This is an optimization exercise on Yosys and OpenROAD, whose aim is a short achievable clock period and few clock cycles, not a production implementation. In this exercise RTL edits were held to simulation tests only and were not proved equivalent to the original. The clock cells of run 3 come from the design's own scripts or RTL, not from TritonCTS. The clock input has no modelled driver; a real chip could not lean on it and would need a root buffer or a full tree. Power and IR drop assume default switching activity.

## flow/design.v (module list and top-level ports; edited modules follow where they fit)
// module move_entry: 152 lines
// module board_keeper: 1068 lines
// module score_board: 57 lines
// module game_top: 71 lines
module game_top #(
	parameter int hold_cycles        = 1,   
	parameter int error_phase_cycles = 2,   
	parameter int win_phase_cycles   = 4    
)
(
	input  logic             clock_builtin_50MHZ,
	input  logic             reset,
	input  logic             not_logic_0,
	input  logic             not_logic_1,
	input  logic             not_activity,
	output logic [7:0]       in_shift_reg,
	output game_pkg::digit_t move_count_tens,
	output game_pkg::digit_t move_count_ones,
	output game_pkg::digit_t win_count_tens,
	output game_pkg::digit_t win_count_ones,
	output game_pkg::coord_t last_x,
	output game_pkg::coord_t last_y
);
  // ...
==> flow/flow/run.sh <==
#!/bin/bash
set -euo pipefail
extra='MATCH_CELL_FOOTPRINT=0 "BUFFER_PORTS_ARGS=-buffer_cell sky130_fd_sc_hd__buf_4"'
sed -e "s|\"\${@:-finish}\"|$extra \"\${@:-finish}\"|" \
    -e "s|SETUP_SLACK_MARGIN=[0-9.]*|SETUP_SLACK_MARGIN=6|" standard.sh > standard_mod.sh
grep -q MATCH_CELL_FOOTPRINT=0 standard_mod.sh
grep -q SETUP_SLACK_MARGIN=6 standard_mod.sh
bash standard_mod.sh finish > flow_make.log 2>&1
==> flow/standard.sh <==
#!/bin/bash
# synth_recipe.tcl (not shown) runs the flow's synth.tcl, then flattens the netlist and writes it again
# the make line also repeats each setting of config.mk as NAME=value (left out here)
make -C /OpenROAD-flow-scripts/flow DESIGN_CONFIG=/design/flow/config.mk WORK_HOME=/design/flow/orfs CLKGATE_MAP_FILE= SYNTH_SCRIPT=/design/flow/synth_recipe.tcl "${@:-finish}"
==> flow/config.mk <==
export PLATFORM = sky130hd
export DESIGN_NAME = game_top
export DESIGN_NICKNAME = game_top
export VERILOG_FILES = /design/flow/design.v
export SDC_FILE = /design/flow/constraint.sdc
export NUM_CORES = 4
export LEC_CHECK = 0
export ABC_CLOCK_PERIOD_IN_PS = 2000
export CAP_MARGIN = 20
export CORE_MARGIN = 2
export CORE_UTILIZATION = 25
export PLACE_DENSITY = 0.4
export SETUP_SLACK_MARGIN = 5
export SLEW_MARGIN = 20
export TNS_END_PERCENT = 100
==> flow/constraint.sdc <==
create_clock -name core_clock -period 8.0 [get_ports {clock_builtin_50MHZ}]
set_input_delay 1.6000 -clock core_clock [delete_from_list [all_inputs] [get_ports {clock_builtin_50MHZ}]]
set_output_delay 1.6000 -clock core_clock [all_outputs]
set_load 0.01 [all_outputs]
==> flow_summary.json, run 1 <==
{
  "outcome": "complete, no violations",
  "required_ns": 6.40,
  "hold_end": "u_board.grid_ok3$_DFF_P_",
  "num-nonclk-buffers": 137,
  "insertion_delay_ns": 0.58,
  "grt.met2_usage_pct": 36.30,
  "layout-drive-gt1-share_pct": 16.86,
  "port_buffers": 36,
  "die-area_sq_mm": 0.06059,
  "wl_microns": 74340,
  "synthCells": 1963,
  "worstSetupStartpointType": "flip-flop",
  "ys_seq_elements": 293,
  "cp_slowest_cell": "dfxtp_4",
  "synth.top_cells.by_count": "dfxtp_1 (293), nand2_1 (264), nor2_1 (231), clkbuf_1 (209), a21oi_1 (169)",
  "mostFrequentLayoutCell": "nand2_1",
  "drv_slew": 0,
  "power_leader": "clock",
  "pg_comb_uw": 295,
  "power.internal_mw": 2.648,
  "synth-compound-area-share_pct": 26.61,
  "power_density_mw_per_mm2": 199.6,
  "min_path_type": "flip-flop to flip-flop",
  "place_ws_ns": 4.449,
  "total_power_mw": 3.605,
  "reg_top3": "u_board.grid: 100 flops, u_board.win_at: 100 flops",
  "crit_arrival_ns": 1.04,
  "clockBufferDepth": 3,
  "end_kind": "output port",
  "power.switching_uw": 956.8,
  "worst_slew_pin_slew_ns": 1.129,
  "avgRoutedWirePerCell_microns": 27.52,
  "drt_drc_violations_left": 0,
  "use_met3_pct": 5.741,
  "final_area_sq_mm": 0.01806,
  "synthMuxAreaShare_pct": 1.314,
  "busiest_layer": "met2",
  "via_count": 15962,
  "cts_buffers": 37,
  "skew_ns": 0.02896,
  "rsz0062_at_grt": "yes",
  "die_h_microns": 246.2,
  "rows": 88,
  "syn-cell-area_sq_mm": 0.01466,
  "synth-edff-count": 0
}
Testbench counts, summed over its fixed seeds: cycles 65,736.
==> module move_entry, before the edit <==
module move_entry #(
	parameter int hold_cycles        = 1,   
	parameter int error_phase_cycles = 2,   
	parameter int win_phase_cycles   = 4    
)
(
	input  logic       clock_builtin_50MHZ,
	input  logic       reset,
	input  logic       not_logic_0,   
	input  logic       not_logic_1,   
	input  logic       not_activity,  
	output logic [7:0] in_shift_reg,  
	input  logic       verdict_valid,  
	input  logic       verdict_error,
	input  logic       verdict_win,
	input  logic       verdict_place,
	output logic       go_place,       
	output logic       go_win,
	output logic       entry_changed   
);
	localparam int max_hold_err = (hold_cycles > error_phase_cycles) ?
		hold_cycles : error_phase_cycles;
	localparam int max_cycles = (max_hold_err > win_phase_cycles) ?
		max_hold_err : win_phase_cycles;
	localparam int cnt_w = $clog2(max_cycles + 1);
	typedef enum logic [4:0]
	{
		st_collecting  = 5'b00001,  
		st_holding     = 5'b00010,  
		st_waiting     = 5'b00100,  
		st_error_blink = 5'b01000,
		st_win_blink   = 5'b10000
	} state_t;
	state_t           state;
	logic [cnt_w-1:0] cnt;             
	logic [1:0]       phase;           
	logic [cnt_w-1:0] phase_len;       
	logic [7:0]       echo;            
	logic             take;            
	logic             judge;           
	logic             go_error;
	assign echo = {in_shift_reg[4], in_shift_reg[5], in_shift_reg[6], in_shift_reg[7],
	               in_shift_reg[0], in_shift_reg[1], in_shift_reg[2], in_shift_reg[3]};
	assign take  = (state == st_collecting) && not_logic_0 && not_logic_1 && !not_activity;
	assign judge = verdict_valid && (take || (state == st_waiting));
	assign go_error = judge && verdict_error;
	assign go_win   = judge && verdict_win;
	assign go_place = judge && verdict_place;
	assign entry_changed = reset
		|| (state == st_error_blink) || (state == st_win_blink)
		|| ((state == st_collecting) && (!not_logic_0 || !not_logic_1))
		|| judge;
	assign phase_len = (state == st_win_blink) ?
		cnt_w'(win_phase_cycles - 1) : cnt_w'(error_phase_cycles - 1);
	always_ff @(posedge clock_builtin_50MHZ)
	begin
		if (reset)
		begin
			state        <= st_collecting;
			cnt          <= '0;
			phase        <= '0;
			in_shift_reg <= '0;
		end
		else
		begin
			if (go_error)
			begin
				in_shift_reg <= 8'hff;  
				phase        <= '0;
				cnt          <= cnt_w'(error_phase_cycles - 1);
				state        <= st_error_blink;
			end
			else if (go_win)
			begin
				in_shift_reg <= echo;  
				phase        <= '0;
				cnt          <= cnt_w'(win_phase_cycles - 1);
				state        <= st_win_blink;
			end
			else if (go_place)
			begin
				in_shift_reg <= echo;  
				state        <= st_collecting;
			end
			else
			begin
				case (state)
					st_collecting:
					begin
						if (!not_logic_0)  
						begin
							in_shift_reg <= {in_shift_reg[6:0], 1'b0};
							cnt          <= cnt_w'(hold_cycles);
							state        <= st_holding;
						end
						else if (!not_logic_1)
						begin
							in_shift_reg <= {in_shift_reg[6:0], 1'b1};
							cnt          <= cnt_w'(hold_cycles);
							state        <= st_holding;
						end
						else if (!not_activity)
						begin
							state <= st_waiting;  
						end
					end
					st_holding:
					begin
						if (cnt == '0)
						begin
							state <= st_collecting;
						end
						else
						begin
							cnt <= cnt - cnt_w'(1);
						end
					end
					st_waiting:
					begin
						state <= st_waiting;
					end
					st_error_blink, st_win_blink:
					begin
						if (cnt == '0)
						begin
							if (phase == 2'd3)
							begin
								in_shift_reg <= '0;  
								state        <= st_collecting;
							end
							else
							begin
								phase        <= phase + 2'd1;
								cnt          <= phase_len;
								in_shift_reg <= phase[0] ? 8'hff : 8'h00;  
							end
						end
						else
						begin
							cnt          <= cnt - cnt_w'(1);
							in_shift_reg <= phase[0] ? 8'h00 : 8'hff;  
						end
					end
					default:
					begin
						state <= st_collecting;
					end
				endcase
			end
		end
	end
endmodule
==> module game_top, before the edit <==
module game_top #(
	parameter int hold_cycles        = 1,   
	parameter int error_phase_cycles = 2,   
	parameter int win_phase_cycles   = 4    
)
(
	input  logic             clock_builtin_50MHZ,
	input  logic             reset,
	input  logic             not_logic_0,
	input  logic             not_logic_1,
	input  logic             not_activity,
	output logic [7:0]       in_shift_reg,
	output game_pkg::digit_t move_count_tens,
	output game_pkg::digit_t move_count_ones,
	output game_pkg::digit_t win_count_tens,
	output game_pkg::digit_t win_count_ones,
	output game_pkg::coord_t last_x,
	output game_pkg::coord_t last_y
);
	logic verdict_valid;
	logic verdict_error;
	logic verdict_win;
	logic verdict_place;
	logic go_place;
	logic go_win;
	logic entry_changed;
	move_entry #(
		.hold_cycles        (hold_cycles),
		.error_phase_cycles (error_phase_cycles),
		.win_phase_cycles   (win_phase_cycles)
	) u_entry (
		.clock_builtin_50MHZ (clock_builtin_50MHZ),
		.reset               (reset),
		.not_logic_0         (not_logic_0),
		.not_logic_1         (not_logic_1),
		.not_activity        (not_activity),
		.in_shift_reg        (in_shift_reg),
		.verdict_valid       (verdict_valid),
		.verdict_error       (verdict_error),
		.verdict_win         (verdict_win),
		.verdict_place       (verdict_place),
		.go_place            (go_place),
		.go_win              (go_win),
		.entry_changed       (entry_changed)
	);
	board_keeper u_board (
		.clock_builtin_50MHZ (clock_builtin_50MHZ),
		.reset               (reset),
		.entry               (in_shift_reg),
		.entry_changed       (entry_changed),
		.go_place            (go_place),
		.go_win              (go_win),
		.verdict_valid       (verdict_valid),
		.verdict_error       (verdict_error),
		.verdict_win         (verdict_win),
		.verdict_place       (verdict_place)
	);
	score_board u_score (
		.clock_builtin_50MHZ (clock_builtin_50MHZ),
		.reset               (reset),
		.entry               (in_shift_reg),
		.go_place            (go_place),
		.go_win              (go_win),
		.move_count_tens     (move_count_tens),
		.move_count_ones     (move_count_ones),
		.win_count_tens      (win_count_tens),
		.win_count_ones      (win_count_ones),
		.last_x              (last_x),
		.last_y              (last_y)
	);
endmodule
==> run 2, diff against run 1 <==
--- a/flow/design.v
+++ b/flow/design.v
@@ -20,171 +20,210 @@
 )
 (
 	input  logic       clock_builtin_50MHZ,
 	input  logic       reset,
 	input  logic       not_logic_0,   
 	input  logic       not_logic_1,   
 	input  logic       not_activity,  
 	output logic [7:0] in_shift_reg,  
-	input  logic       verdict_valid,  
-	input  logic       verdict_error,
-	input  logic       verdict_win,
-	input  logic       verdict_place,
-	output logic       go_place,       
+	input  logic       valid_next,    
+	input  logic       error_next,    
+	input  logic       win_next,
+	input  logic       place_next,
+	output logic       go_place,      
 	output logic       go_win,
-	output logic       entry_changed   
+	output logic       entry_changed  
 );
 	localparam int max_hold_err = (hold_cycles > error_phase_cycles) ?
 		hold_cycles : error_phase_cycles;
 	localparam int max_cycles = (max_hold_err > win_phase_cycles) ?
 		max_hold_err : win_phase_cycles;
 	localparam int cnt_w = $clog2(max_cycles + 1);
-	typedef enum logic [4:0]
-	{
-		st_collecting  = 5'b00001,  
-		st_holding     = 5'b00010,  
-		st_waiting     = 5'b00100,  
-		st_error_blink = 5'b01000,
-		st_win_blink   = 5'b10000
-	} state_t;
-	state_t           state;
-	logic [cnt_w-1:0] cnt;             
-	logic [1:0]       phase;           
-	logic [cnt_w-1:0] phase_len;       
-	logic [7:0]       echo;            
-	logic             take;            
-	logic             judge;           
-	logic             go_error;
+	logic st_collecting;   
+	logic st_holding;      
+	logic st_waiting;      
+	logic st_error_blink;
+	logic st_win_blink;
+	logic [cnt_w-1:0] cnt;        
+	logic [1:0]       phase;      
+	logic [cnt_w-1:0] phase_len;  
+	logic [7:0]       echo;       
+	logic arm_error_c;
+	logic arm_win_c;
+	logic arm_place_c;
+	logic arm_error_w;
+	logic arm_win_w;
+	logic arm_place_w;
+	logic press_0;
+	logic press_1;
+	logic press_act;  
+	logic shift_0;
+	logic shift_1;
+	logic go_error;
+	logic judge;
+	logic blinking;
+	logic blink_done;
+	logic blink_lit;
 	assign echo = {in_shift_reg[4], in_shift_reg[5], in_shift_reg[6], in_shift_reg[7],
 	               in_shift_reg[0], in_shift_reg[1], in_shift_reg[2], in_shift_reg[3]};
-	assign take  = (state == st_collecting) && not_logic_0 && not_logic_1 && !not_activity;
-	assign judge = verdict_valid && (take || (state == st_waiting));
-	assign go_error = judge && verdict_error;
-	assign go_win   = judge && verdict_win;
-	assign go_place = judge && verdict_place;
-	assign entry_changed = reset
-		|| (state == st_error_blink) || (state == st_win_blink)
-		|| ((state == st_collecting) && (!not_logic_0 || !not_logic_1))
-		|| judge;
-	assign phase_len = (state == st_win_blink) ?
+	assign press_0   = !not_logic_0;
+	assign press_1   = !not_logic_1;
+	assign press_act = not_logic_0 && not_logic_1 && !not_activity;
+	assign go_error = arm_error_w || (arm_error_c && press_act);
+	assign go_win   = arm_win_w   || (arm_win_c   && press_act);
+	assign go_place = arm_place_w || (arm_place_c && press_act);
+	assign judge    = go_error || go_win || go_place;
+	assign shift_0 = st_collecting && press_0;
+	assign shift_1 = st_collecting && !press_0 && press_1;
+	assign blinking   = st_error_blink || st_win_blink;
+	assign blink_done = (cnt == '0) && (phase == 2'd3);
+	assign blink_lit  = (cnt == '0) ? (!blink_done && phase[0]) : !phase[0];
+	assign entry_changed = reset || blinking || shift_0 || shift_1 || judge;
+	assign phase_len = st_win_blink ?
 		cnt_w'(win_phase_cycles - 1) : cnt_w'(error_phase_cycles - 1);
+	logic n_collecting;
+	logic n_holding;
+	logic n_waiting;
+	logic n_error_blink;
+	logic n_win_blink;
+	always_comb
+	begin
+		n_collecting  = 1'b0;
+		n_holding     = 1'b0;
+		n_waiting     = 1'b0;
+		n_error_blink = 1'b0;
+		n_win_blink   = 1'b0;
+		if (reset)
+		begin
+			n_collecting = 1'b1;
+		end
+		else if (go_error)
+		begin
+			n_error_blink = 1'b1;
+		end
+		else if (go_win)
+		begin
+			n_win_blink = 1'b1;
+		end
+		else if (go_place)
+		begin
+			n_collecting = 1'b1;
+		end
+		else if (st_collecting)
+		begin
+			if (shift_0 || shift_1)
+			begin
+				n_holding = 1'b1;
+			end
+			else if (press_act)
+			begin
+				n_waiting = 1'b1;  
+			end
+			else
+			begin
+				n_collecting = 1'b1;
+			end
+		end
+		else if (st_holding)
+		begin
+			n_holding    = (cnt != '0);
+			n_collecting = (cnt == '0);
+		end
+		else if (st_waiting)
+		begin
+			n_waiting = 1'b1;
+		end
+		else if (blinking)
+		begin
+			n_collecting  = blink_done;
+			n_error_blink = st_error_blink && !blink_done;
+			n_win_blink   = st_win_blink && !blink_done;
+		end
+		else
+		begin
+			n_collecting = 1'b1;
+		end
+	end
+	always_ff @(posedge clock_builtin_50MHZ)
+	begin
+		st_collecting  <= n_collecting;
+		st_holding     <= n_holding;
+		st_waiting     <= n_waiting;
+		st_error_blink <= n_error_blink;
+		st_win_blink   <= n_win_blink;
+		arm_error_c    <= n_collecting && valid_next && error_next;
+		arm_win_c      <= n_collecting && valid_next && win_next;
+		arm_place_c    <= n_collecting && valid_next && place_next;
+		arm_error_w    <= n_waiting && valid_next && error_next;
+		arm_win_w      <= n_waiting && valid_next && win_next;
+		arm_place_w    <= n_waiting && valid_next && place_next;
+	end
 	always_ff @(posedge clock_builtin_50MHZ)
 	begin
 		if (reset)
 		begin
-			state        <= st_collecting;
 			cnt          <= '0;
 			phase        <= '0;
 			in_shift_reg <= '0;
 		end
-		else
+		else if (go_error)
 		begin
-			if (go_error)
-			begin
-				in_shift_reg <= 8'hff;  
-				phase        <= '0;
-				cnt          <= cnt_w'(error_phase_cycles - 1);
-				state        <= st_error_blink;
-			end
-			else if (go_win)
+			in_shift_reg <= 8'hff;  
+			phase        <= '0;
+			cnt          <= cnt_w'(error_phase_cycles - 1);
+		end
+		else if (go_win || go_place)
+		begin
+			in_shift_reg <= echo;  
+			phase        <= '0;
+			cnt          <= cnt_w'(win_phase_cycles - 1);
+		end
+		else if (shift_0 || shift_1)
+		begin
+			in_shift_reg <= {in_shift_reg[6:0], shift_1};
+			cnt          <= cnt_w'(hold_cycles);
+		end
+		else if (st_holding)
+		begin
+			if (cnt != '0)
 			begin
-				in_shift_reg <= echo;  
-				phase        <= '0;
-				cnt          <= cnt_w'(win_phase_cycles - 1);
-				state        <= st_win_blink;
+				cnt <= cnt - cnt_w'(1);
 			end
-			else if (go_place)
+		end
+		else if (blinking)
+		begin
+			in_shift_reg <= {8{blink_lit}};
+			if (cnt == '0)
 			begin
-				in_shift_reg <= echo;  
-				state        <= st_collecting;
+				phase <= phase + 2'd1;
+				cnt   <= phase_len;
 			end
 			else
 			begin
-				case (state)
-					st_collecting:
-					begin
-						if (!not_logic_0)  
-						begin
-							in_shift_reg <= {in_shift_reg[6:0], 1'b0};
-							cnt          <= cnt_w'(hold_cycles);
-							state        <= st_holding;
-						end
-						else if (!not_logic_1)
-						begin
-							in_shift_reg <= {in_shift_reg[6:0], 1'b1};
-							cnt          <= cnt_w'(hold_cycles);
-							state        <= st_holding;
-						end
-						else if (!not_activity)
-						begin
-							state <= st_waiting;  
-						end
-					end
-					st_holding:
-					begin
-						if (cnt == '0)
-						begin
-							state <= st_collecting;
-						end
-						else
-						begin
-							cnt <= cnt - cnt_w'(1);
-						end
-					end
-					st_waiting:
-					begin
-						state <= st_waiting;
-					end
-					st_error_blink, st_win_blink:
-					begin
-						if (cnt == '0)
-						begin
-							if (phase == 2'd3)
-							begin
-								in_shift_reg <= '0;  
-								state        <= st_collecting;
-							end
-							else
-							begin
-								phase        <= phase + 2'd1;
-								cnt          <= phase_len;
-								in_shift_reg <= phase[0] ? 8'hff : 8'h00;  
-							end
-						end
-						else
-						begin
-							cnt          <= cnt - cnt_w'(1);
-							in_shift_reg <= phase[0] ? 8'h00 : 8'hff;  
-						end
-					end
-					default:
-					begin
-						state <= st_collecting;
-					end
-				endcase
+				cnt <= cnt - cnt_w'(1);
 			end
 		end
 	end
 endmodule
 `default_nettype wire
 `timescale 1ns/10ps
 `default_nettype none
 module board_keeper
 (
 	input  logic       clock_builtin_50MHZ,
 	input  logic       reset,
 	input  logic [7:0] entry,          
 	input  logic       entry_changed,  
 	input  logic       go_place,       
 	input  logic       go_win,
-	output logic       verdict_valid,  
-	output logic       verdict_error,
-	output logic       verdict_win,
-	output logic       verdict_place
+	output logic       valid_next,     
+	output logic       error_next,     
+	output logic       win_next,
+	output logic       place_next
 );
 	localparam int n = game_pkg::board_size;
 	localparam int rl = game_pkg::run_length;
 	localparam int cells = n * n;
 	logic [cells-1:0] grid;       
 	logic [cells-1:0] win_at;     
 	logic [cells-1:0] win_at_c;
 	logic             pend_place;  
@@ -1182,37 +1221,30 @@
 		s1_in_range  <= in_range;
 		s1_row_win   <= row_win_c;
 		s1_row_taken <= row_taken_c;
 	end
 	logic taken;
 	logic wins;
 	assign taken = |(s1_hot_x & s1_row_taken);
 	assign wins  = |(s1_hot_x & s1_row_win);
-	always_ff @(posedge clock_builtin_50MHZ)
-	begin
-		verdict_error <= !s1_in_range || taken;
-		verdict_win   <= s1_in_range && !taken && wins;
-		verdict_place <= s1_in_range && !taken && !wins;
-	end
+	assign error_next = !s1_in_range || taken;
+	assign win_next   = s1_in_range && !taken && wins;
+	assign place_next = s1_in_range && !taken && !wins;
 	logic entry_ok1;
-	logic entry_ok2;
 	logic grid_ok1;
 	logic grid_ok2;
-	logic grid_ok3;
 	assign grid_changed = reset || pend_place || pend_win;
 	always_ff @(posedge clock_builtin_50MHZ)
 	begin
 		entry_ok1 <= !entry_changed;
-		entry_ok2 <= !entry_changed && entry_ok1;
 		grid_ok1  <= !grid_changed;
 		grid_ok2  <= !grid_changed && grid_ok1;
-		grid_ok3  <= !grid_changed && grid_ok2;
 	end
-	assign verdict_valid = entry_ok2 && grid_ok3;
+	assign valid_next = !entry_changed && entry_ok1 && !grid_changed && grid_ok2;
 	always_ff @(posedge clock_builtin_50MHZ)
 	begin
 		if (reset)
 		begin
 			pend_place <= 1'b0;
 			pend_win   <= 1'b0;
 		end
 		else
@@ -1313,53 +1345,53 @@
 	output logic [7:0]       in_shift_reg,
 	output game_pkg::digit_t move_count_tens,
 	output game_pkg::digit_t move_count_ones,
 	output game_pkg::digit_t win_count_tens,
 	output game_pkg::digit_t win_count_ones,
 	output game_pkg::coord_t last_x,
 	output game_pkg::coord_t last_y
 );
-	logic verdict_valid;
-	logic verdict_error;
-	logic verdict_win;
-	logic verdict_place;
+	logic valid_next;
+	logic error_next;
+	logic win_next;
+	logic place_next;
 	logic go_place;
 	logic go_win;
 	logic entry_changed;
 	move_entry #(
 		.hold_cycles        (hold_cycles),
 		.error_phase_cycles (error_phase_cycles),
 		.win_phase_cycles   (win_phase_cycles)
 	) u_entry (
 		.clock_builtin_50MHZ (clock_builtin_50MHZ),
 		.reset               (reset),
 		.not_logic_0         (not_logic_0),
 		.not_logic_1         (not_logic_1),
 		.not_activity        (not_activity),
 		.in_shift_reg        (in_shift_reg),
-		.verdict_valid       (verdict_valid),
-		.verdict_error       (verdict_error),
-		.verdict_win         (verdict_win),
-		.verdict_place       (verdict_place),
+		.valid_next    (valid_next),
+		.error_next    (error_next),
+		.win_next      (win_next),
+		.place_next    (place_next),
 		.go_place            (go_place),
 		.go_win              (go_win),
 		.entry_changed       (entry_changed)
 	);
 	board_keeper u_board (
 		.clock_builtin_50MHZ (clock_builtin_50MHZ),
 		.reset               (reset),
 		.entry               (in_shift_reg),
 		.entry_changed       (entry_changed),
 		.go_place            (go_place),
 		.go_win              (go_win),
-		.verdict_valid       (verdict_valid),
-		.verdict_error       (verdict_error),
-		.verdict_win         (verdict_win),
-		.verdict_place       (verdict_place)
+		.valid_next    (valid_next),
+		.error_next    (error_next),
+		.win_next      (win_next),
+		.place_next    (place_next)
 	);
 	score_board u_score (
 		.clock_builtin_50MHZ (clock_builtin_50MHZ),
 		.reset               (reset),
 		.entry               (in_shift_reg),
 		.go_place            (go_place),
 		.go_win              (go_win),
 		.move_count_tens     (move_count_tens),
==> flow_summary.json, run 2 <==
{
  "start_util_pct": 25.36,
  "antenna_left": 0,
  "cts.sinks": 294,
  "skew_ns": 0.03572,
  "antenna_found_initial": 3,
  "cts_buffers": 37,
  "synth-edff-count": 0,
  "dr.first_iter.drc_count": 2520,
  "wl_microns": 79340,
  "synth.distinct_cells": 62,
  "required_ns": 6.40,
  "crit_arrival_ns": 1.14,
  "dp_hpwl_microns": 46230,
  "fillers": 6228,
  "drt_drc_violations_left": 0,
  "p_leak_nw": 6.908,
  "syn-num-nets": 2002,
  "power_density_mw_per_mm2": 183.0,
  "port_buffers": 36,
  "setup_viol": 0,
  "worstSetupStartpointType": "flip-flop",
  "io_pins": 37,
  "place_ws_ns": 4.525,
  "timing.hold.ws_ns": 0.4245,
  "syn-cell-area_sq_mm": 0.01500,
  "insertion_delay_ns": 0.57,
  "seqCellArea_sq_mm": 0.005977,
  "ys.flop_type": "dfxtp_1",
  "first_pass_iters": 11,
  "outcome": "complete, no violations",
  "gp_congestion": 0.9146,
  "nets": 1968,
  "die-width_microns": 248.9,
  "grt_max_degree": 51,
  "multi_input_area_sq_mm": 0.008688,
  "yosysTopAreaCell": "dfxtp_1",
  "worst_slew_pin_slew_ns": 1.088,
  "grt_pass1_vias": 15713,
  "grt_pass1_wl_microns": 113800,
  "synth_warnings": 3,
  "synthTopCellsByArea": "dfxtp_1 (39%), nand2_1 (6.9%), nand3_1 (5.9%)",
  "fin_util_pct": 31.69,
  "syn_avg_cell_area_sq_um": 7.520,
  "synth.top_cells.by_count": "dfxtp_1 (294), nand2_1 (277), nor2_1 (225), clkbuf_1 (208), nand3_1 (176)",
  "ys_async_sr_fraction_pct": 0,
  "max-slew-margin-rel_pct": 27.35,
  "via_count": 16436,
  "rsz0062_at_grt": "yes",
  "fmax_ghz": 0.3655,
  "layout_common_cells": "nand2_1 (274), dfxtp_1 (257), nor2_1 (177)",
  "min_path_type": "flip-flop to flip-flop",
  "die_h_microns": 248.9,
  "layout-drive-gt1-share_pct": 19.16,
  "tritoncts": "done",
  "end_kind": "output port",
  "cap_violations": 0,
  "core_sq_mm": 0.05913,
  "yosysMostFrequentCell": "dfxtp_1",
  "cts_hold_buf": 0,
  "peakVddDrop_uv": 128.9,
  "reg_top3": "u_board.grid: 100 flops, u_board.win_at: 100 flops",
  "cts-root-buf": "clkbuf_16",
  "mostFrequentLayoutCell": "nand2_1",
  "clockBufferDepth": 3,
  "grt_usage_pct": 24.50,
  "synth_top_area_share_pct": 39.25,
  "hold_viol": 0,
  "setup_tns_ns": 0,
  "ys_seq_area_share_pct": 39.25,
  "rows": 89,
  "viasPerCell": 5.951,
  "fin_crit_sh_pct": 34.20,
  "critPathMaxFanout": 2,
  "htreeDepth": 2,
  "synthCells": 1994,
  "final_area_sq_mm": 0.01874,
  "ys_seq_elements": 294,
  "areaGrowthSynthToFinish_pct": 24.96,
  "period_needed_ns": 2.736,
  "place_area_sq_mm": 0.01583,
  "avgRoutedWirePerCell_microns": 28.72,
  "die-area_sq_mm": 0.06196,
  "grt_overflow": 0,
  "worst_slack_ns": 5.264,
  "clk_pin_slew_ns": 0.06,
  "drv_slew": 0,
  "crit_type": "flip-flop to output port"
}
[run 2: changes by cell type in the layout (fill, tap and decap cells not counted), moves of 7 or more]
cell	delta
a22oi_1	-57
nor2_1	-48
mux2i_1	+31
a222oi_1	+29
nor2_2	+25
nand3_1	+18
buf_4	+16
nor2_4	+16
nand2_1	+13
nand4_1	-13
o211ai_1	+13
buf_12	+10
a221oi_2	-9
o22a_1	+7
[run 2: metrics by stage]
step,total power [mW],cells
after CTS,3.434,2743
after detailed placement,1.702,2613
after global routing,3.536,2762
final,3.429,2762
after floorplan,1.626,1994
after global placement,1.702,2613
[run 2: logic make-up after synthesis]
| kind of cell | after synthesis | share of synthesized area [%] |
|---|---|---|
| AND/OR/NAND/NOR | 828 | 25.41 |
| AO/OA/AOI/OAI | 552 | 24.71 |
| adder cells (fa/ha/maj) | 3 | 0.2503 |
| buffers and inverters | 262 | 6.775 |
| multiplexers | 47 | 3.137 |
| XOR/XNOR | 8 | 0.4673 |
| flip-flops | 294 | 39.25 |
[run 2: cell type report]
class | instances | area share (%)
diodes | 1 | 0.01335
inverters | 21 | 0.4206
multi-input cells | 1438 | 46.36
flip-flops and latches | 294 | 31.90
repair buffers | 168 | 9.675
clock inverters | 13 | 0.5876
clock buffers | 54 | 5.882
well taps | 773 | 5.161
[run 2: power by group]
group,leakage [nW],switching [mW],internal (mW)
clock network,0.584,0.692,0.993
registers,2.40,0.0347,1.48
logic,3.93,0.145,0.0891
[run 2: timing repair]
| action | 4_1_cts | 5_1_grt |
|---|---|---|
| pin swaps | 32 | 26 |
| resized for setup | 145 | 105 |
| buffers inserted | 55 | 13 |
| endpoints found under the setup margin | 204 | 190 |
| gates cloned | 8 | 5 |
[run 2: worst max-delay path, cell delays in order, from the launching register on]
cell and delay, ns:
dfxtp_4 0.35, buf_12 0.12, buf_6 0.11
[run 2: final timing paths]
check | from | to | cells after the start | slack (ns)
setup / recovery | u_entry.in_shift_reg[5]$_SDFFE_PP0P_ | in_shift_reg[5] | 2 | 5.26
hold / removal | u_board.grid_ok1$_DFF_P_ | u_board.grid_ok2$_DFF_P_ | 1 | 0.42
setup reg to reg | u_entry.in_shift_reg[5]$_SDFFE_PP0P_ | u_board.s1_row_win[6]$_DFF_P_ | 7 | 5.90
hold reg to reg | u_board.grid_ok1$_DFF_P_ | u_board.grid_ok2$_DFF_P_ | 1 | 0.42
[run 2: routing by layer]
layer / track usage [%] / up-vias / routed length, microns
li1: - / 7158 / -
met1: 32.85 / 8066 / 33330
met2: 37.98 / 1022 / 34990
met3: 5.799 / 186 / 8199
met4: 9.316 / 4 / 2794
met5: 0.2317 / - / 23
Testbench counts of run 2, summed over its fixed seeds: cycles 65,736.
==> module score_board, before the edit <==
module score_board
(
	input  logic             clock_builtin_50MHZ,
	input  logic             reset,
	input  logic [7:0]       entry,     
	input  logic             go_place,  
	input  logic             go_win,
	output game_pkg::digit_t move_count_tens,
	output game_pkg::digit_t move_count_ones,
	output game_pkg::digit_t win_count_tens,
	output game_pkg::digit_t win_count_ones,
	output game_pkg::coord_t last_x,
	output game_pkg::coord_t last_y
);
	localparam game_pkg::digit_t top_digit = 4'd9;
	function automatic logic [7:0] dec_inc(input game_pkg::digit_t tens,
	                                       input game_pkg::digit_t ones);
		logic [7:0] result;
		if (ones != top_digit)
		begin
			result = {tens, ones + 4'd1};
		end
		else if (tens != top_digit)
		begin
			result = {tens + 4'd1, 4'd0};  
		end
		else
		begin
			result = 8'h00;
		end
		dec_inc = result;
	endfunction
	always_ff @(posedge clock_builtin_50MHZ)
	begin
		if (reset)
		begin
			move_count_tens <= '0;
			move_count_ones <= '0;
			win_count_tens  <= '0;
			win_count_ones  <= '0;
			last_x          <= '0;
			last_y          <= '0;
		end
		else if (go_win)
		begin
			move_count_tens <= '0;
			move_count_ones <= '0;
			{win_count_tens, win_count_ones} <= dec_inc(win_count_tens, win_count_ones);
		end
		else if (go_place)
		begin
			last_x <= {entry[0], entry[1], entry[2], entry[3]};
			last_y <= {entry[4], entry[5], entry[6], entry[7]};
			{move_count_tens, move_count_ones} <= dec_inc(move_count_tens, move_count_ones);
		end
	end
endmodule
==> run 3, diff against run 2 <==
--- a/flow/design.v
+++ b/flow/design.v
@@ -27,2 +27,3 @@
 	output logic [7:0] in_shift_reg,  
+	output logic [7:0] entry,         
 	input  logic       valid_next,    
@@ -49,2 +50,4 @@
 	logic [7:0]       echo;       
+	logic [7:0]       entry_next;
+	logic [7:0]       entry_inv;  
 	logic arm_error_c;
@@ -65,4 +68,4 @@
 	logic blink_lit;
-	assign echo = {in_shift_reg[4], in_shift_reg[5], in_shift_reg[6], in_shift_reg[7],
-	               in_shift_reg[0], in_shift_reg[1], in_shift_reg[2], in_shift_reg[3]};
+	assign entry = ~entry_inv;
+	assign echo  = {entry[4], entry[5], entry[6], entry[7], entry[0], entry[1], entry[2], entry[3]};
 	assign press_0   = !not_logic_0;
@@ -159,2 +162,34 @@
 	end
+	always_comb
+	begin
+		if (reset)
+		begin
+			entry_next = '0;
+		end
+		else if (go_error)
+		begin
+			entry_next = 8'hff;  
+		end
+		else if (go_win || go_place)
+		begin
+			entry_next = echo;  
+		end
+		else if (shift_0 || shift_1)
+		begin
+			entry_next = {entry[6:0], shift_1};
+		end
+		else if (blinking)
+		begin
+			entry_next = {8{blink_lit}};
+		end
+		else
+		begin
+			entry_next = entry;
+		end
+	end
+	always_ff @(posedge clock_builtin_50MHZ)
+	begin
+		in_shift_reg <= entry_next;
+		entry_inv    <= ~entry_next;
+	end
 	always_ff @(posedge clock_builtin_50MHZ)
@@ -163,5 +198,4 @@
 		begin
-			cnt          <= '0;
-			phase        <= '0;
-			in_shift_reg <= '0;
+			cnt   <= '0;
+			phase <= '0;
 		end
@@ -169,5 +203,4 @@
 		begin
-			in_shift_reg <= 8'hff;  
-			phase        <= '0;
-			cnt          <= cnt_w'(error_phase_cycles - 1);
+			phase <= '0;
+			cnt   <= cnt_w'(error_phase_cycles - 1);
 		end
@@ -175,5 +208,4 @@
 		begin
-			in_shift_reg <= echo;  
-			phase        <= '0;
-			cnt          <= cnt_w'(win_phase_cycles - 1);
+			phase <= '0;
+			cnt   <= cnt_w'(win_phase_cycles - 1);
 		end
@@ -181,4 +213,3 @@
 		begin
-			in_shift_reg <= {in_shift_reg[6:0], shift_1};
-			cnt          <= cnt_w'(hold_cycles);
+			cnt <= cnt_w'(hold_cycles);
 		end
@@ -193,3 +224,2 @@
 		begin
-			in_shift_reg <= {8{blink_lit}};
 			if (cnt == '0)
@@ -1305,12 +1335,18 @@
 	endfunction
-	always_ff @(posedge clock_builtin_50MHZ)
+	logic [7:0] moves_inv;
+	logic [7:0] wins_inv;
+	logic [7:0] moves;
+	logic [7:0] wins;
+	logic [7:0] moves_next;
+	logic [7:0] wins_next;
+	assign moves = ~moves_inv;
+	assign wins  = ~wins_inv;
+	always_comb
 	begin
+		moves_next = moves;
+		wins_next  = wins;
 		if (reset)
 		begin
-			move_count_tens <= '0;
-			move_count_ones <= '0;
-			win_count_tens  <= '0;
-			win_count_ones  <= '0;
-			last_x          <= '0;
-			last_y          <= '0;
+			moves_next = '0;
+			wins_next  = '0;
 		end
@@ -1318,5 +1354,4 @@
 		begin
-			move_count_tens <= '0;
-			move_count_ones <= '0;
-			{win_count_tens, win_count_ones} <= dec_inc(win_count_tens, win_count_ones);
+			moves_next = '0;  
+			wins_next  = dec_inc(wins[7:4], wins[3:0]);
 		end
@@ -1324,5 +1359,23 @@
 		begin
+			moves_next = dec_inc(moves[7:4], moves[3:0]);
+		end
+	end
+	always_ff @(posedge clock_builtin_50MHZ)
+	begin
+		{move_count_tens, move_count_ones} <= moves_next;
+		{win_count_tens, win_count_ones}   <= wins_next;
+		moves_inv <= ~moves_next;
+		wins_inv  <= ~wins_next;
+	end
+	always_ff @(posedge clock_builtin_50MHZ)
+	begin
+		if (reset)
+		begin
+			last_x <= '0;
+			last_y <= '0;
+		end
+		else if (go_place && !go_win)
+		begin
 			last_x <= {entry[0], entry[1], entry[2], entry[3]};
 			last_y <= {entry[4], entry[5], entry[6], entry[7]};
-			{move_count_tens, move_count_ones} <= dec_inc(move_count_tens, move_count_ones);
 		end
@@ -1359,2 +1412,3 @@
 	logic entry_changed;
+	logic [7:0] entry;  
 	move_entry #(
@@ -1370,2 +1424,3 @@
 		.in_shift_reg        (in_shift_reg),
+		.entry               (entry),
 		.valid_next    (valid_next),
@@ -1381,3 +1436,3 @@
 		.reset               (reset),
-		.entry               (in_shift_reg),
+		.entry               (entry),
 		.entry_changed       (entry_changed),
@@ -1393,3 +1448,3 @@
 		.reset               (reset),
-		.entry               (in_shift_reg),
+		.entry               (entry),
 		.go_place            (go_place),
--- a/flow/flow/run.sh
+++ b/flow/flow/run.sh
@@ -2,3 +2,4 @@
 set -euo pipefail
-extra='MATCH_CELL_FOOTPRINT=0 "BUFFER_PORTS_ARGS=-buffer_cell sky130_fd_sc_hd__buf_4"'
+here=$(pwd)
+extra="MATCH_CELL_FOOTPRINT=0 \"BUFFER_PORTS_ARGS=-buffer_cell sky130_fd_sc_hd__buf_4\" PRE_CTS_TCL=$here/flow/pre_cts.tcl"
 sed -e "s|\"\${@:-finish}\"|$extra \"\${@:-finish}\"|" \
==> flow/flow/clock_tree.tcl (new file) <==
# Two-level clock tree: clock port -> R root clock buffers -> K leaf clock
# buffers, each at the centre of a cluster of flip-flops -> flip-flop clock pins.
# Clusters: capacity-limited k-means (Manhattan distance).
proc ct_kmeans { xs ys k slack } {
  set n [llength $xs]
  set x0 [tcl::mathfunc::min {*}$xs]; set x1 [tcl::mathfunc::max {*}$xs]
  set y0 [tcl::mathfunc::min {*}$ys]; set y1 [tcl::mathfunc::max {*}$ys]
  set g [expr {int(ceil(sqrt($k)))}]
  set gy [expr {int(ceil(double($k) / $g))}]
  set cxs {}; set cys {}
  for {set j 0} {$j < $k} {incr j} {
    lappend cxs [expr {$x0 + ($x1 - $x0) * (($j % $g) + 0.5) / $g}]
    lappend cys [expr {$y0 + ($y1 - $y0) * (int($j / $g) + 0.5) / $gy}]
  }
  set cap [expr {int(ceil($slack * $n / $k))}]
  for {set iter 0} {$iter < 25} {incr iter} {
    set order {}
    for {set i 0} {$i < $n} {incr i} {
      set best 1e30
      for {set j 0} {$j < $k} {incr j} {
        set d [expr {abs([lindex $xs $i] - [lindex $cxs $j]) + abs([lindex $ys $i] - [lindex $cys $j])}]
        if {$d < $best} { set best $d }
      }
      lappend order [list $i $best]
    }
    set order [lsort -real -decreasing -index 1 $order]
    set count [lrepeat $k 0]
    set assign [lrepeat $n 0]
    foreach o $order {
      set i [lindex $o 0]
      set bestj -1; set best 1e30
      for {set j 0} {$j < $k} {incr j} {
        if {[lindex $count $j] >= $cap} { continue }
        set d [expr {abs([lindex $xs $i] - [lindex $cxs $j]) + abs([lindex $ys $i] - [lindex $cys $j])}]
        if {$d < $best} { set best $d; set bestj $j }
      }
      lset assign $i $bestj
      lset count $bestj [expr {[lindex $count $bestj] + 1}]
    }
    set sx [lrepeat $k 0.0]; set sy [lrepeat $k 0.0]
    for {set i 0} {$i < $n} {incr i} {
      set j [lindex $assign $i]
      lset sx $j [expr {[lindex $sx $j] + [lindex $xs $i]}]
      lset sy $j [expr {[lindex $sy $j] + [lindex $ys $i]}]
    }
    for {set j 0} {$j < $k} {incr j} {
      set c [lindex $count $j]
      if {$c > 0} {
        lset cxs $j [expr {[lindex $sx $j] / $c}]
        lset cys $j [expr {[lindex $sy $j] / $c}]
      }
    }
  }
  return [list $assign $cxs $cys $count]
}

proc build_clock_tree3 { clkport k r leafmaster rootmaster } {
  set db [ord::get_db]
  set block [ord::get_db_block]
  set clknet [[$block findBTerm $clkport] getNet]
  set lm [$db findMaster $leafmaster]
  set rm [$db findMaster $rootmaster]
  set sinks [$clknet getITerms]
  set n [llength $sinks]
  set xs {}; set ys {}
  foreach it $sinks {
    set bb [[$it getInst] getBBox]
    lappend xs [expr {([$bb xMin] + [$bb xMax]) / 2.0}]
    lappend ys [expr {([$bb yMin] + [$bb yMax]) / 2.0}]
  }
  lassign [ct_kmeans $xs $ys $k 1.1] assign cxs cys count
  lassign [ct_kmeans $cxs $cys $r 1.0] rassign rxs rys rcount
  set rootnets {}
  for {set j 0} {$j < $r} {incr j} {
    set rootnet [odb::dbNet_create $block clknet_root_$j]
    $rootnet setSigType CLOCK
    set root [odb::dbInst_create $block $rm clkbuf_root_$j]
    [$root findITerm A] connect $clknet
    [$root findITerm X] connect $rootnet
    $root setLocation [expr {int([lindex $rxs $j])}] [expr {int([lindex $rys $j])}]
    $root setPlacementStatus PLACED
    lappend rootnets $rootnet
  }
  set leaves {}
  for {set j 0} {$j < $k} {incr j} {
    set leaf [odb::dbInst_create $block $lm clkbuf_leaf_$j]
    set leafnet [odb::dbNet_create $block clknet_leaf_$j]
    $leafnet setSigType CLOCK
    [$leaf findITerm A] connect [lindex $rootnets [lindex $rassign $j]]
    [$leaf findITerm X] connect $leafnet
    $leaf setLocation [expr {int([lindex $cxs $j])}] [expr {int([lindex $cys $j])}]
    $leaf setPlacementStatus PLACED
    lappend leaves $leafnet
  }
  for {set i 0} {$i < $n} {incr i} {
    set it [lindex $sinks $i]
    $it disconnect
    $it connect [lindex $leaves [lindex $assign $i]]
  }
  puts "clock tree: $n sinks, $k leaves ($count), $r roots ($rcount)"
}
==> flow/flow/pre_cts.tcl (new file) <==
# Hook run by ORFS before its CTS step (PRE_CTS_TCL). It replaces the
# clock_tree_synthesis command with a two-level tree: the clock port drives up
# to 4 root clock buffers, each drives a few leaf clock buffers, and each leaf
# buffer drives the flip-flops of one cluster. The tree is balanced: every
# flip-flop is two clkbuf_16 stages from the port.
source [file join [file dirname [info script]] clock_tree.tcl]

rename clock_tree_synthesis orfs_clock_tree_synthesis
proc clock_tree_synthesis { args } {
  set clk [lindex [all_clocks] 0]
  set port [get_full_name [lindex [get_property $clk sources] 0]]
  set block [ord::get_db_block]
  set nsinks [llength [[[$block findBTerm $port] getNet] getITerms]]
  set k [expr {max(4, int(ceil($nsinks / 20.0)))}]
  build_clock_tree3 $port $k 4 sky130_fd_sc_hd__clkbuf_16 sky130_fd_sc_hd__clkbuf_16
  set_propagated_clock [all_clocks]
}
==> flow_summary.json, run 3 <==
{
  "synthTopCellsByArea": "dfxtp_1 (41%), nand2_1 (7.8%), nor2_1 (5.7%)",
  "insertion_delay_ns": 0.36,
  "wl_microns": 85570,
  "io_pins": 37,
  "core_sq_mm": 0.06160,
  "rr_endpoint": "u_entry.in_shift_reg[4]$_DFF_P_",
  "cap_violations": 0,
  "power_density_mw_per_mm2": 147.9,
  "yosysTopAreaCell": "dfxtp_1",
  "critPathMaxFanout": 5,
  "synthCells": 2074,
  "grt_max_degree": 31,
  "synth.top_cells.by_count": "nand2_1 (324), dfxtp_1 (318), nor2_1 (237), clkbuf_1 (188), a21oi_1 (162)",
  "dp_hpwl_microns": 48420,
  "seq_power_share_pct": 55.5,
  "max-slew-margin-rel_pct": 15.22,
  "reg2reg_slack_ns": 5.77,
  "via_count": 17524,
  "start_util_pct": 25.28,
  "gp_congestion": 0.9195,
  "power.switching_uw": 778.4,
  "min_path_type": "flip-flop to flip-flop",
  "ys_seq_elements": 318,
  "avgRoutedWirePerCell_microns": 29.24,
  "holdPathStages": 1,
  "syn_avg_cell_area_sq_um": 7.507,
  "mostFrequentLayoutCell": "nand2_1",
  "period_needed_ns": 2.662,
  "layout_common_cells": "nand2_1 (309), dfxtp_1 (277), a21oi_1 (155)",
  "synth_top_area_share_pct": 40.89,
  "outcome": "complete, no violations",
  "viasPerCell": 5.987,
  "required_ns": 8.18,
  "skew_ns": 0.06139,
  "layout-drive-gt1-share_pct": 23.33,
  "grt_pass1_vias": 16136,
  "hold_viol": 0,
  "worst_slew_pin_slew_ns": 1.270,
  "die-area_sq_mm": 0.06429,
  "nets": 2105,
  "worstReg2RegStart": "u_entry.cnt[0]$_SDFFE_PP0P_",
  "p_clk_share_pct": 34.2,
  "ys_async_sr_fraction_pct": 0,
  "rows": 91,
  "power.internal_mw": 2.184,
  "rr_worst_depth": 7,
  "p_leak_nw": 7.595,
  "die-width_microns": 253.6,
  "die_h_microns": 253.6,
  "drv_slew": 0,
  "setup_viol": 0,
  "sw_frac_of_total_pct": 26.28,
  "rsz0062_at_grt": "yes",
  "clk_pin_slew_ns": 0.09,
  "syn-cell-area_sq_mm": 0.01557,
  "grt_usage_pct": 25.33,
  "ys_seq_area_share_pct": 40.89,
  "synth.distinct_cells": 68,
  "first_pass_iters": 7,
  "total_power_mw": 2.962,
  "ys.flop_type": "dfxtp_1",
  "antenna_left": 0,
  "p_comb_share_pct": 10.3,
  "dr.first_iter.drc_count": 2423,
  "setup_tns_ns": 0,
  "peakVddDrop_uv": 112.6,
  "crit_type": "input pin to flip-flop",
  "drt_drc_violations_left": 0,
  "hold_end": "u_board.grid_ok2$_DFF_P_",
  "syn-num-nets": 2090,
  "fmax_ghz": 0.3757,
  "grt_overflow": 0,
  "areaGrowthSynthToFinish_pct": 28.66,
  "fin_crit_sh_pct": 33.27,
  "worstSetupStartpointType": "input pin",
  "reg_top3": "u_board.grid: 100 flops, u_board.win_at: 100 flops",
  "synth_warnings": 3,
  "hold_start": "u_board.grid_ok1$_DFF_P_",
  "timing.hold.ws_ns": 0.4604,
  "end_kind": "flip-flop",
  "antenna_found_initial": 1,
  "port_buffers": 36,
  "grt_pass1_wl_microns": 120300,
  "crit_arrival_ns": 2.85,
  "synth-edff-count": 0,
  "fin_util_pct": 32.52,
  "yosysMostFrequentCell": "nand2_1"
}
==> run 3: cell type report <==
| class | count | area, sq um |
|---|---|---|
| Antenna cell | 3 | 7.507 |
| Buffer | 20 | 500.5 |
| Fill cell | 6444 | 41570 |
| Inverter | 18 | 71.32 |
| Multi-Input combinational cell | 1508 | 9438 |
| Sequential cell | 318 | 6425 |
| Tap cell | 837 | 1047 |
| Timing Repair Buffer | 223 | 2542 |
==> run 3: per-stage QoR <==
step / std cells / instance area, sq um / setup slack, ns
after floorplan: 2074 / 15790 / 5.265
after global placement: 2763 / 16470 / 4.657
after detailed placement: 2763 / 16470 / 4.622
after CTS: 2877 / 18930 / 5.338
after global routing: 2924 / 20020 / 5.270
final: 2927 / 20030 / 5.338
==> run 3: power by group through the flow <==
stage	clock, mW	sequential [mW]	combinational, mW
2_1_floorplan	0	1.65	0.111
3_3_place_gp	0	1.68	0.153
3_5_place_dp	0	1.68	0.154
4_1_cts	1.04	1.64	0.258
5_1_grt	1.08	1.65	0.313
6_report	1.01	1.64	0.304
==> run 3: critical path, stage by stage <==
cell	delay (ns)
buf_8	0.10
nand4b_1	0.26
buf_6	0.20
a21o_4	0.23
o41ai_4	0.26
o311ai_2	0.19
==> run 3: what timing repair did <==
action,CTS,global route
setup endpoints to repair,229,216
buffers inserted,71,47
resized for setup,250,195
gates cloned,23,0
pin swaps,44,38
hold buffers,0,0
hold endpoints to repair,0,0
==> run 3: logic make-up after synthesis <==
group | count (synthesis) | synth area share (%)
AND/OR/NAND/NOR | 876 | 25.09
AO/OA/AOI/OAI | 596 | 25.47
flip-flops | 318 | 40.89
buffers and inverters | 249 | 6.099
multiplexers | 20 | 1.342
adder cells (fa/ha/maj) | 11 | 0.8839
XOR/XNOR | 4 | 0.2250
==> run 3: worst max path at each step <==
stage                 startpoint                                  to  slack, ns  depth (start not counted)
floorplan           not_activity  u_score.move_count_tens[2]$_DFF_P_       5.27                          5
global placement           reset       u_board.grid[34]$_SDFFE_PP0P_       4.66                          4
detailed placement         reset       u_board.grid[33]$_SDFFE_PP0P_       4.62                          4
CTS                  not_logic_1           u_entry.arm_win_c$_DFF_P_       5.34                          6
global route         not_logic_1      u_score.last_y[2]$_SDFFE_PP0P_       5.27                         10
finish              not_activity        u_score.moves_inv[7]$_DFF_P_       5.34                          6
==> run 3: routing by layer <==
metal	wire [microns]	up-vias	global-route usage, %	part of all wire [%]
met3	9218	262	5.982	11
met2	37010	1153	38.55	43
met5	12	-	0	0.014
met4	4513	2	11.82	5.3
met1	34820	8648	33.71	41
li1	-	7459	-	-
Testbench counts of run 3, summed over its fixed seeds: cycles 65,736.

-- re-timing with driven ports --
How much do the figures lean on ideal ports? The routed layouts below were timed once more, with nothing changed but the port constraints. Step 1 assumes that a clkbuf_16 drives the clock port and a buf_2 every other input. Step 2 moves the port delays by t, midway between the first and last clock arrival at a register: inputs arrive t later, outputs are due t later. That takes back most of the time a late clock gives input paths. Slacks: ideal / step 1 / step 2; pairs: ideal / step 1.
run | shift t [ns] | setup WS [ns] | worst setup path at the end | cell pins on the clock port's net
run 1 | 0.623 | 5.358 / 5.299 / 4.861 | input to register | 1
run 2 | 0.608 | 5.264 / 5.202 / 4.950 | input to register | 1
run 3 | 0.464 | 5.338 / 5.429 / 4.965 | input to register | 4
After both steps setup and hold are still met in every run listed. For run 1, which loses most, drivers alone change the setup slack by -0.059 ns; drivers and shift together by -0.497 ns.
